This design comes from an exercise in tuning for small area, a short achievable clock period and few clock cycles per item on the open sky130 flow, not from production work.
Only simulation tests tie the RTL to the original design; equivalence was not proved.

==> flow/design.v (outline; a module is shown in full before it is edited, if it fits) <==
// module mlp_seq_accel: 1219 lines
module mlp_seq_accel (
  input  logic        clk,
  input  logic        reset,
  input  logic        start,
  output logic [9:0]  x_addr,
  input  logic [31:0] x_data,
  output logic [19:0] w_addr,
  input  logic [31:0] w_data,
  output logic        rd_en,
  output logic        busy,
  output logic        done,
  output logic [3:0]  predicted_digit,
  output logic [31:0] max_score
);
  // ...
==> flow/run.sh <==
#!/bin/bash
# synth_recipe.tcl (not shown) runs the flow's synth.tcl, then flattens the netlist and writes it again
# the make line also repeats each setting of config.mk as NAME=value (left out here)
make -C /OpenROAD-flow-scripts/flow DESIGN_CONFIG=/design/flow/config.mk WORK_HOME=/design/flow/orfs CLKGATE_MAP_FILE= SYNTH_SCRIPT=/design/flow/synth_recipe.tcl finish
==> flow/config.mk <==
export PLATFORM = sky130hd
export DESIGN_NAME = mlp_seq_accel
export DESIGN_NICKNAME = mlp_seq_accel
export VERILOG_FILES = /design/flow/design.v
export SDC_FILE = /design/flow/constraint.sdc
export NUM_CORES = 4
export LEC_CHECK = 0
export CAP_MARGIN = 20
export CORE_MARGIN = 2
export CORE_UTILIZATION = 30
export SLEW_MARGIN = 20
==> flow/constraint.sdc <==
create_clock -name core_clock -period 13.0 [get_ports {clk}]
set_input_delay 2.6000 -clock core_clock [delete_from_list [all_inputs] [get_ports {clk}]]
set_output_delay 2.6000 -clock core_clock [all_outputs]
set_load 0.01 [all_outputs]
==> reports/metrics.sh, run 1 <==
RUN_STATUS='timing/DRC/antenna clean'
LAYOUT_COMMONEST_CELL='sky130_fd_sc_hd__dfxtp_1'
CTS.CLK_SLEW.WORST_PATHS_PS=70
VIAS_PER_CELL=5.02
GRT_PASS1_WL_UM=266000
INSERTEDDIODECOUNT=1
NNONCLKBUFFERS=223
WHS_PATH_DEPTH=0
CRITPATHBUFINV=2
MULTIINPUTCOMBCELLCOUNT=3263
NUM_IO_PINS=136
GRT_SETUP_UNREPAIRED='false'
CRITICAL_PATH.REG2REG.ENDPOINT='acc_q[65]'
ROUTE.ANTENNA.REMAINING_NETS=0
POST-CTS-SETUP-BUFFERS=0
GRT-OVFL-TOTAL=0
FLOORPLAN.DIE.HEIGHT_UM=450
CTS_REPAIR_RESIZE_COUNT=0
SETUP.WORST_PATH.START_CLASS='register'
MAXIMUM_CLOCK_PATH_BUFFER_COUNT=3
FIN_NETS=6279
FINAL.FILL_COUNT=19800
REPORT.FINAL.HOLD_VIOL_COUNT=0
TIMING.MAX_CAP.VIOLATIONS=0
TIMING.REG2REG.WORST_PATH_DEPTH=16
WORST-SETUP-PATH-TYPE='register to register'
Testbench counts, summed over its fixed seeds: cycles 814,328, items 8.
==> inputs of run 2 (changes only) <==
--- a/flow/design.v
+++ b/flow/design.v
@@ -24,17 +24,18 @@
   logic [9:0]  i_q, i_n;
   logic [16:0] wp_q, wp_n;
   logic [3:0]  po_q, po_n;
   logic [3:0]  hs_q;
   logic        busy_q, done_q;
   logic [9:0]  xa_q, xa_n;
   logic [19:0] wa_q, wa_n;
   logic        rd_q, rd_n;
-  logic [2:0]  tag0_q, tag0_n, tag1_q, tag2_q, tag3_q;
+  logic [2:0]  tag0_q, tag0_n, tag1_q, tag2_q;
+  logic        f_radd_q, f_acc_q, f_accen_q, f_ringwr_q, f_act_q, f_eval_q;
   logic        accept;
   logic [12:0] w2row;
   assign accept = start && !busy_q && !done_q;
   assign po_n   = (po_q == 4'd9) ? 4'd0 : po_q + 4'd1;
   always_comb begin
     st_n = st_q;
     k_n  = k_q;
     h_n  = h_q;
@@ -116,33 +117,43 @@
       po_q   <= 4'd0;
       hs_q   <= 4'd7;
       xa_q   <= '0;
       wa_q   <= '0;
       rd_q   <= 1'b0;
       tag0_q <= T_NONE;
       tag1_q <= T_NONE;
       tag2_q <= T_NONE;
-      tag3_q <= T_NONE;
+      f_radd_q   <= 1'b0;
+      f_acc_q    <= 1'b0;
+      f_accen_q  <= 1'b0;
+      f_ringwr_q <= 1'b0;
+      f_act_q    <= 1'b0;
+      f_eval_q   <= 1'b0;
     end else begin
       st_q   <= st_n;
       k_q    <= k_n;
       h_q    <= h_n;
       g_q    <= g_n;
       i_q    <= i_n;
       wp_q   <= wp_n;
       po_q   <= po_n;
       hs_q   <= (hs_q == 4'd9) ? 4'd0 : hs_q + 4'd1;
       xa_q   <= xa_n;
       wa_q   <= wa_n;
       rd_q   <= rd_n;
       tag0_q <= tag0_n;
       tag1_q <= tag0_q;
       tag2_q <= tag1_q;
-      tag3_q <= tag2_q;
+      f_radd_q   <= (tag2_q == T_RADD);
+      f_acc_q    <= (tag2_q == T_ACC);
+      f_accen_q  <= (tag2_q == T_ACC) || (tag2_q == T_CLR);
+      f_ringwr_q <= (tag2_q == T_RADD) || (tag2_q == T_RFIRST);
+      f_act_q    <= (tag2_q == T_CLR) || (tag2_q == T_FLUSH);
+      f_eval_q   <= (tag2_q == T_EVAL);
     end
   end
   logic [31:0] a_q;
   logic [15:0] bone_q, btwo_q, bneg_q;
   logic [30:0] act_q;
   logic [32:0] wx;
   assign wx = {w_data, 1'b0};
   always_ff @(posedge clk) begin
@@ -1153,60 +1164,54 @@
   assign mul_s = {1'b1, 1'b1, 1'b1, 1'b1, 1'b1, 1'b1, 1'b1, 1'b1, 1'b1, hc5_44, fc5_434, fc5_433, fc5_432, fc5_431, fc5_430, fc5_429, fc5_428, fc5_427, fc5_426, fc5_425, fc5_424, fc5_423, fc5_422, fc5_421, fc5_420, fc5_419, fc5_418, fc5_417, fc5_416, fc5_415, fc5_414, fc5_413, fc5_412, fc5_411, fc5_410, fc5_409, fc5_408, fc5_407, fc5_406, fc5_405, fc5_404, fc5_403, fc5_402, fc5_401, fc5_400, fc5_399, fc5_398, fc5_397, fc5_396, fc5_395, fc5_394, fc5_393, fc5_392, fc5_391, fc5_390, fc5_389, fc5_388, fc5_387, fc5_386, fc5_385, fc5_384, fc5_383, fc5_382, fc5_381, fc5_380, fc5_379, fc5_378, hc5_43, hc5_42, hs5_42, pp0[1], pp0[0]};
   assign mul_c = {1'b0, 1'b0, 1'b0, 1'b0, 1'b0, 1'b0, 1'b0, 1'b0, 1'b0, ~pp15[32], hs5_44, fs5_434, fs5_433, fs5_432, fs5_431, fs5_430, fs5_429, fs5_428, fs5_427, fs5_426, fs5_425, fs5_424, fs5_423, fs5_422, fs5_421, fs5_420, fs5_419, fs5_418, fs5_417, fs5_416, fs5_415, fs5_414, fs5_413, fs5_412, fs5_411, fs5_410, fs5_409, fs5_408, fs5_407, fs5_406, fs5_405, fs5_404, fs5_403, fs5_402, fs5_401, fs5_400, fs5_399, fs5_398, fs5_397, fs5_396, fs5_395, fs5_394, fs5_393, fs5_392, fs5_391, fs5_390, fs5_389, fs5_388, fs5_387, fs5_386, fs5_385, fs5_384, fs5_383, fs5_382, fs5_381, fs5_380, fs5_379, fs5_378, hs5_43, bneg_q[1], 1'b0, bneg_q[0]};
   always_ff @(posedge clk) begin
     s_q <= mul_s;
     c_q <= mul_c;
   end
   logic [71:0] acc_q, xin, t3, c3, sum;
   logic [70:0] ring_q [10];
-  logic        ring_wr;
   logic [31:0] r_out, best_q;
   logic [3:0]  bidx_q;
   logic [3:0]  pred_q;
   logic [31:0] score_q;
   logic        take;
   logic [30:0] act_n;
   always_comb begin
-    case (tag3_q)
-      T_RADD:  xin = {ring_q[0][70], ring_q[0]};
-      T_ACC:   xin = acc_q;
-      default: xin = '0;
-    endcase
+    xin = ({72{f_radd_q}} & {ring_q[0][70], ring_q[0]}) | ({72{f_acc_q}} & acc_q);
     t3  = xin ^ s_q ^ c_q;
     c3  = {(xin[70:0] & s_q[70:0]) | (xin[70:0] & c_q[70:0]) | (s_q[70:0] & c_q[70:0]), 1'b0};
     sum = t3 + c3;
-    ring_wr = (tag3_q == T_RADD) || (tag3_q == T_RFIRST);
     if (acc_q[71])          act_n = '0;
     else if (|acc_q[70:55]) act_n = 31'h7FFF_FFFF;
     else                    act_n = acc_q[54:24];
     if (ring_q[0][70]) r_out = (&ring_q[0][69:55]) ? ring_q[0][55:24] : 32'h8000_0000;
     else               r_out = (|ring_q[0][69:55]) ? 32'h7FFF_FFFF : ring_q[0][55:24];
     take = (hs_q == 4'd0) || ($signed(r_out) > $signed(best_q));
   end
   always_ff @(posedge clk) begin
-    if (tag3_q == T_ACC || tag3_q == T_CLR) acc_q <= sum;
-    if (tag3_q == T_CLR || tag3_q == T_FLUSH) act_q <= act_n;
+    if (f_accen_q) acc_q <= sum;
+    if (f_act_q) act_q <= act_n;
     for (int r = 0; r < 9; r++) ring_q[r] <= ring_q[r+1];
-    ring_q[9] <= ring_wr ? sum[70:0] : ring_q[0];
-    if (tag3_q == T_EVAL && take) begin
+    ring_q[9] <= f_ringwr_q ? sum[70:0] : ring_q[0];
+    if (f_eval_q && take) begin
       best_q <= r_out;
       bidx_q <= hs_q;
     end
   end
   always_ff @(posedge clk or posedge reset) begin
     if (reset) begin
       busy_q  <= 1'b0;
       done_q  <= 1'b0;
       pred_q  <= '0;
       score_q <= '0;
     end else begin
       done_q <= 1'b0;
       if (accept) busy_q <= 1'b1;
-      if (tag3_q == T_EVAL && hs_q == 4'd9) begin
+      if (f_eval_q && hs_q == 4'd9) begin
         busy_q  <= 1'b0;
         done_q  <= 1'b1;
         pred_q  <= take ? hs_q : bidx_q;
         score_q <= take ? r_out : best_q;
       end
     end
   end
   assign x_addr          = xa_q;
==> flow/flow/run.sh (new file) <==
#!/bin/bash
set -uo pipefail
bash standard.sh SETUP_SLACK_MARGIN=9.0 finish > flow_make.log 2>&1
==> flow/standard.sh (new file) <==
#!/bin/bash
# synth_recipe.tcl (not shown) runs the flow's synth.tcl, then flattens the netlist and writes it again
# the make line also repeats each setting of config.mk as NAME=value (left out here)
make -C /OpenROAD-flow-scripts/flow DESIGN_CONFIG=/design/flow/config.mk WORK_HOME=/design/flow/orfs CLKGATE_MAP_FILE= SYNTH_SCRIPT=/design/flow/synth_recipe.tcl "${@:-finish}"
==> flow/config.mk (replaced) <==
export PLATFORM = sky130hd
export DESIGN_NAME = mlp_seq_accel
export DESIGN_NICKNAME = mlp_seq_accel
export VERILOG_FILES = /design/flow/design.v
export SDC_FILE = /design/flow/constraint.sdc
export NUM_CORES = 4
export LEC_CHECK = 0
export CAP_MARGIN = 20
export CORE_MARGIN = 2
export CORE_UTILIZATION = 45
export SLEW_MARGIN = 20
removed: flow/run.sh
==> reports/metrics.sh, run 2 <==
DETAILEDPLACE.WORSTSLACK_PS=7450  # was 6490 ps
FINALSETUPVIOLATIONS=0  # unchanged
NUMBER_OF_H_TREE_LEVELS=3  # unchanged
FIN_WORST_HOLD_SLACK_PS=297  # was 281 ps
MAXIMUM_CLOCK_PATH_BUFFER_COUNT=3  # unchanged
CRITPATHSLOWESTCELL='sky130_fd_sc_hd__dfrtp_4'  # was sky130_fd_sc_hd__o311ai_1
SYN_AREA_UM2=59500  # was 59700 µm²
AREA_DELTA_SYNTH_FINAL_PCT=23.6  # was 13.5%
SKEW_PS=80.3  # was 98.0 ps
PERIOD_SHARE_PCT=32.8  # was 51.6%
VIA_COUNT_OF_THE_FIRST_GLOBAL_ROUTING_PASS=44300  # was 43.2k
REQUIRED_PS=13470  # was 13550 ps
DRCVIOLATIONCOUNT=0  # unchanged
SYNTH_TOP_FLOP_CELL='sky130_fd_sc_hd__dfxtp_1'  # unchanged
NUM_IO_PINS=136  # unchanged
WHS_PATH_DEPTH=0  # unchanged
NETLIST.AREA_LEADER.SHARE_PCT=30.8  # was 30.7%
TIMING.SETUP.TNS_PS=0  # unchanged
CRITICAL_PATH.MOST_COMMON_CELL='sky130_fd_sc_hd__buf_12'
GR-USAGE-ALL-LAYERS_PCT=27.8  # was 17.0%
GRT_PASS1_WL_UM=284000  # was 266000 µm
VIAS_PER_CELL=5.74  # was 5.02
TIMING.RR.START='f_radd_q'  # was tag3_q[2]
PATH_CELLS='buf_12 > buf_16 > a22oi_2 > fa_1 > inv_2 > ha_4 > and3_4 > nor2b_4 > a311oi_4 > buf_12 > a211oi_4 > buf_6 > o21ai_4 > a2111oi_4 > buf_4 > or2_4 > a21oi_4 > a311oi_2'  # was nor2b_1 > nor2b_4 > buf_4 > a22oi_1 > fa_1 > inv_1 > ha_1 > a21o_1 > a31oi_1 > a21boi_0 > o311ai_1 > a211oi_1 > o2111ai_1 > a21oi_1 > or2_1 > a311oi_1
CRIT_PATH_MAX_INCR_DELAY_PS=510  # was 890 ps
REPORT.FINAL.HOLD_VIOL_COUNT=0  # unchanged
WORST_PIN_SLEW_PS=1060  # was 1220 ps
ASYNC_RESET_FF_SHARE_PCT=10.8  # was 10.6%
CRITPATHCAPTURETYPE='register'  # unchanged
WORSTHOLDSTART='ring_q[9][62]'  # was ring_q[9][34]
CORE.ROWCOUNT=133  # was 163
RUN_STATUS='timing/DRC/antenna clean'  # unchanged
PATH_DELAY_FAMILY='compound AO/OA/AOI/OAI gates'  # unchanged
ROUTABILITY_DRIVEN_PLACEMENT_CONGESTION_RATIO=0.926  # was 0.888
FLOORPLAN.DIE.HEIGHT_UM=368  # was 450 µm
SETUP.WORST_PATH.START_CLASS='register'  # unchanged
POST_SYNTH_MOST_FREQUENT_CELLS='sky130_fd_sc_hd__dfxtp_1 (915), sky130_fd_sc_hd__inv_1 (737), sky130_fd_sc_hd__a22oi_1 (568)'  # was sky130_fd_sc_hd__dfxtp_1 (915), sky130_fd_sc_hd__inv_1 (779), sky130_fd_sc_hd__a22oi_1 (569)
POSTSYNTHCELLCOUNT=5505  # was 5620
YOSYSMOSTFREQUENTCELL='sky130_fd_sc_hd__dfxtp_1'  # unchanged
R2R_SLACK_PS=8740  # was 6290 ps
ROUTE.ANTENNA.REMAINING_NETS=0  # unchanged
WORST-SETUP-PATH-TYPE='register to register'  # unchanged
CTS_TREE='done'  # unchanged
DESIGN.CORE.AREA_UM2=131000  # was 197000 µm²
MAX_CLOCK_FREQ_MHz=235  # was 149 MHz
CRITPATHBUFINV=6  # was 2
MOST-COMMON-LAYOUT-CELLS='sky130_fd_sc_hd__dfxtp_1 (828), sky130_fd_sc_hd__inv_1 (689), sky130_fd_sc_hd__a22oi_1 (452)'  # was sky130_fd_sc_hd__dfxtp_1 (885), sky130_fd_sc_hd__inv_1 (778), sky130_fd_sc_hd__a22oi_1 (569)
FLOP_AND_LATCH_COUNT_OUT_OF_SYNTHESIS=1182  # was 1179
WORST_HOLD_PATH_TYPE='register to register'  # unchanged
SHARE_OF_LAYOUT_CELLS_ABOVE_DRIVE_STRENGTH_1_PCT=22.6  # was 7.02%
SYNTH_LARGEST_AREA_CELL='sky130_fd_sc_hd__dfxtp_1'  # unchanged
CRITICAL_PATH.REG2REG.ENDPOINT='acc_q[66]'  # was acc_q[65]
DRT_FIRST_ITER_VIOLATIONS=4376  # was 3994
SYNTH_TOP_CELLS_BY_AREA='sky130_fd_sc_hd__dfxtp_1 (31%), sky130_fd_sc_hd__fa_1 (16%), sky130_fd_sc_hd__a22oi_1 (7.2%), sky130_fd_sc_hd__edfxtp_1 (7.0%), sky130_fd_sc_hd__dfrtp_1 (5.3%)'  # was sky130_fd_sc_hd__dfxtp_1 (31%), sky130_fd_sc_hd__fa_1 (16%), sky130_fd_sc_hd__a22oi_1 (7.2%), sky130_fd_sc_hd__edfxtp_1 (7.0%), sky130_fd_sc_hd__dfrtp_1 (5.1%)
CTS.CLK_SLEW.WORST_PATHS_PS=70  # about the same
GRT_START_MAX_NET_PINS=68  # was 65
FIN_CRIT_PS=4260  # was 6710 ps
LARGEST_REGISTER_FF_COUNT=710  # unchanged
SEQ_AREA_FRAC_SYNTH_PCT=43.2  # was 42.9%
DRT-TOTAL-WL_UM=193000  # was 175000 µm
FLOORPLAN.DIE.WIDTH_UM=368  # was 450 µm
CTS-BUFFERS-INSERTED=117  # unchanged
SLEW_VIOL_FINAL=0  # unchanged
FINAL.FILL_COUNT=10900  # was 19.8k
TIMING.SLEW.HEADROOM_PCT=29.4  # was 18.6%
CTS_NUM_SINKS=1182  # was 1179
NUMBER_OF_FLOPS_MAPPED_TO_ENABLE_CELLS_BY_YOSYS=139  # unchanged
ROUTED_WIRE_LENGTH_PER_INSTANCE_UM=25.4  # was 21.1 µm
POSTLAYOUTSETUPSLACKWORST_PS=8740  # was 6290 ps
ARRIVAL_PS=4730  # was 7250 ps
DESIGN.DIE.AREA_UM2=135000  # was 202000 µm²
LARGEST_REGISTER='ring_q'  # unchanged
DETAILEDPLACEMENTHPWL_UM=112000  # was 116000 µm
FINALCOREUTILIZATION_PCT=56.0  # was 34.3%
CLK_ROOT_BUFFER_CELL='sky130_fd_sc_hd__clkbuf_16'  # unchanged
HOLD_END='ring_q[8][62]'  # was ring_q[8][34]
SYNTH.AVG_CELL_AREA_UM2=10.8  # was 10.6 µm²
FIN_NETS=6455  # was 6279
STARTING_DENSITY_PCT=45.3  # was 30.2%
LAYOUT_COMMONEST_CELL='sky130_fd_sc_hd__dfxtp_1'  # unchanged
YS_TYPES=93  # was 96
ROUTE.VIAS.TOTAL=43700  # was 41.7k
GRT_SETUP_UNREPAIRED='true'  # was false
GRT-OVFL-TOTAL=0  # unchanged
TIMING.REG2REG.WORST_PATH_DEPTH=18  # was 16
PLACEMENT.IO_BUFFERS=132  # unchanged
FIRSTDRTPASSITERS=6  # unchanged
SYNTHESIS.YOSYS.WARNINGS=2  # unchanged
TIMING.CRITICAL_PATH.FANOUT_MAX=7  # was 47
ANTENNA_VIOLATIONS_BEFORE_REPAIR=10  # was 4
WORSTSKEWPAIRLATENCY_PS=780  # was 790 ps
TIMING.MAX_CAP.VIOLATIONS=0  # unchanged
REG_TOP3='ring_q (710), acc_q (72), s_q (63)'  # unchanged
SETUP.WORST_PATH.START='f_radd_q'  # was tag3_q[2]
[run 2: how the worst max path moves through the flow]
stage / endpoint / slack [ps] / cells after the start
floorplan: busy_q / 8820 / 1
CTS: c_q[30] / 8800 / 14
finish: acc_q[66] / 8740 / 18
detailed placement: acc_q[49] / 7450 / 14
global route: acc_q[66] / 8660 / 18
global placement: acc_q[52] / 7570 / 14
[run 2: cells by family after synthesis]
family	Yosys count	synth area share, %
adder cells (fa/ha/maj)	646	19.6
buffers and inverters	1149	7.39
AND/OR/NAND/NOR	678	5.50
other	1	0.00630
AO/OA/AOI/OAI	1164	13.9
XOR/XNOR	612	9.01
multiplexers	73	1.36
flip-flops	1182	43.2
[run 2: repair_timing]
action,in CTS,in global routing
pin swaps,155,240
hold buffers,0,0
gates cloned,36,11
setup buffers,153,111
endpoints found under the hold margin,0,0
endpoints found under the setup margin,339,276
resized for setup,799,344
[run 2: worst reg2reg max path: cells and delay by family (launching register included)]
kind | cells | cell delay (ps)
AO/OA/AOI/OAI | 7 | 1240
buffers and inverters | 6 | 930
adder cells (fa/ha/maj) | 2 | 670
flip-flops | 1 | 510
AND/OR/NAND/NOR | 3 | 610
[run 2: final cells by class]
class,instances,area (µm²),area share [%]
multi-input combinational,3178,32400,44.0
sequential,1182,25900,35.2
timing repair buffer,524,6130,8.34
clock buffer,159,3380,4.60
inverter,739,2790,3.79
tap,1755,2200,2.99
clock inverter,62,743,1.01
antenna,4,10.0,0.0136
[run 2: per-stage QoR]
step                cell area [µm²]  instances
global route                  73500       7600
detailed placement            62300       7067
floorplan                     60000       5507
CTS                           71000       7477
global placement              62300       7067
finish                        73500       7603
[run 2: routing by layer]
layer	vias to the layer above	GRT usage, %	part of all wire, %
li1	18800	-	-
met1	21600	37.3	40
met5	-	0	0.029
met4	8	14.1	6.2
met3	704	6.92	11
met2	2568	41.6	43
Testbench counts of run 2, summed over its fixed seeds: cycles 814,328, items 8.

[what the ideal ports hide]
Ports are ideal in the flow. The routed layouts listed here were re-timed in OpenROAD.
Step 1 (the two cells are an assumption about what drives the block):
set clk [get_ports {clk}]
set_driving_cell -lib_cell sky130_fd_sc_hd__clkbuf_16 $clk
set_driving_cell -lib_cell sky130_fd_sc_hd__buf_2 [delete_from_list [all_inputs] $clk]
Step 2 moves the port delays by t, midway between the first and last clock arrival at a register: inputs arrive t later, outputs are due t later. That takes back most of the time a late clock gives input paths.
a / b / c = ideal ports / drivers / drivers and shift; a / b = the first two.
run	t (ns)	setup WS [ns]	worst data-port slew with drivers (ns)
run 1	0.824	6.291 / 6.291 / 6.291	0.12
run 2	0.817	8.737 / 8.737 / 8.344	0.08
After both steps every run listed still meets setup and hold. The setup slack of run 2, which loses most, moves by 0.000 ns with the drivers and by -0.393 ns with both steps.
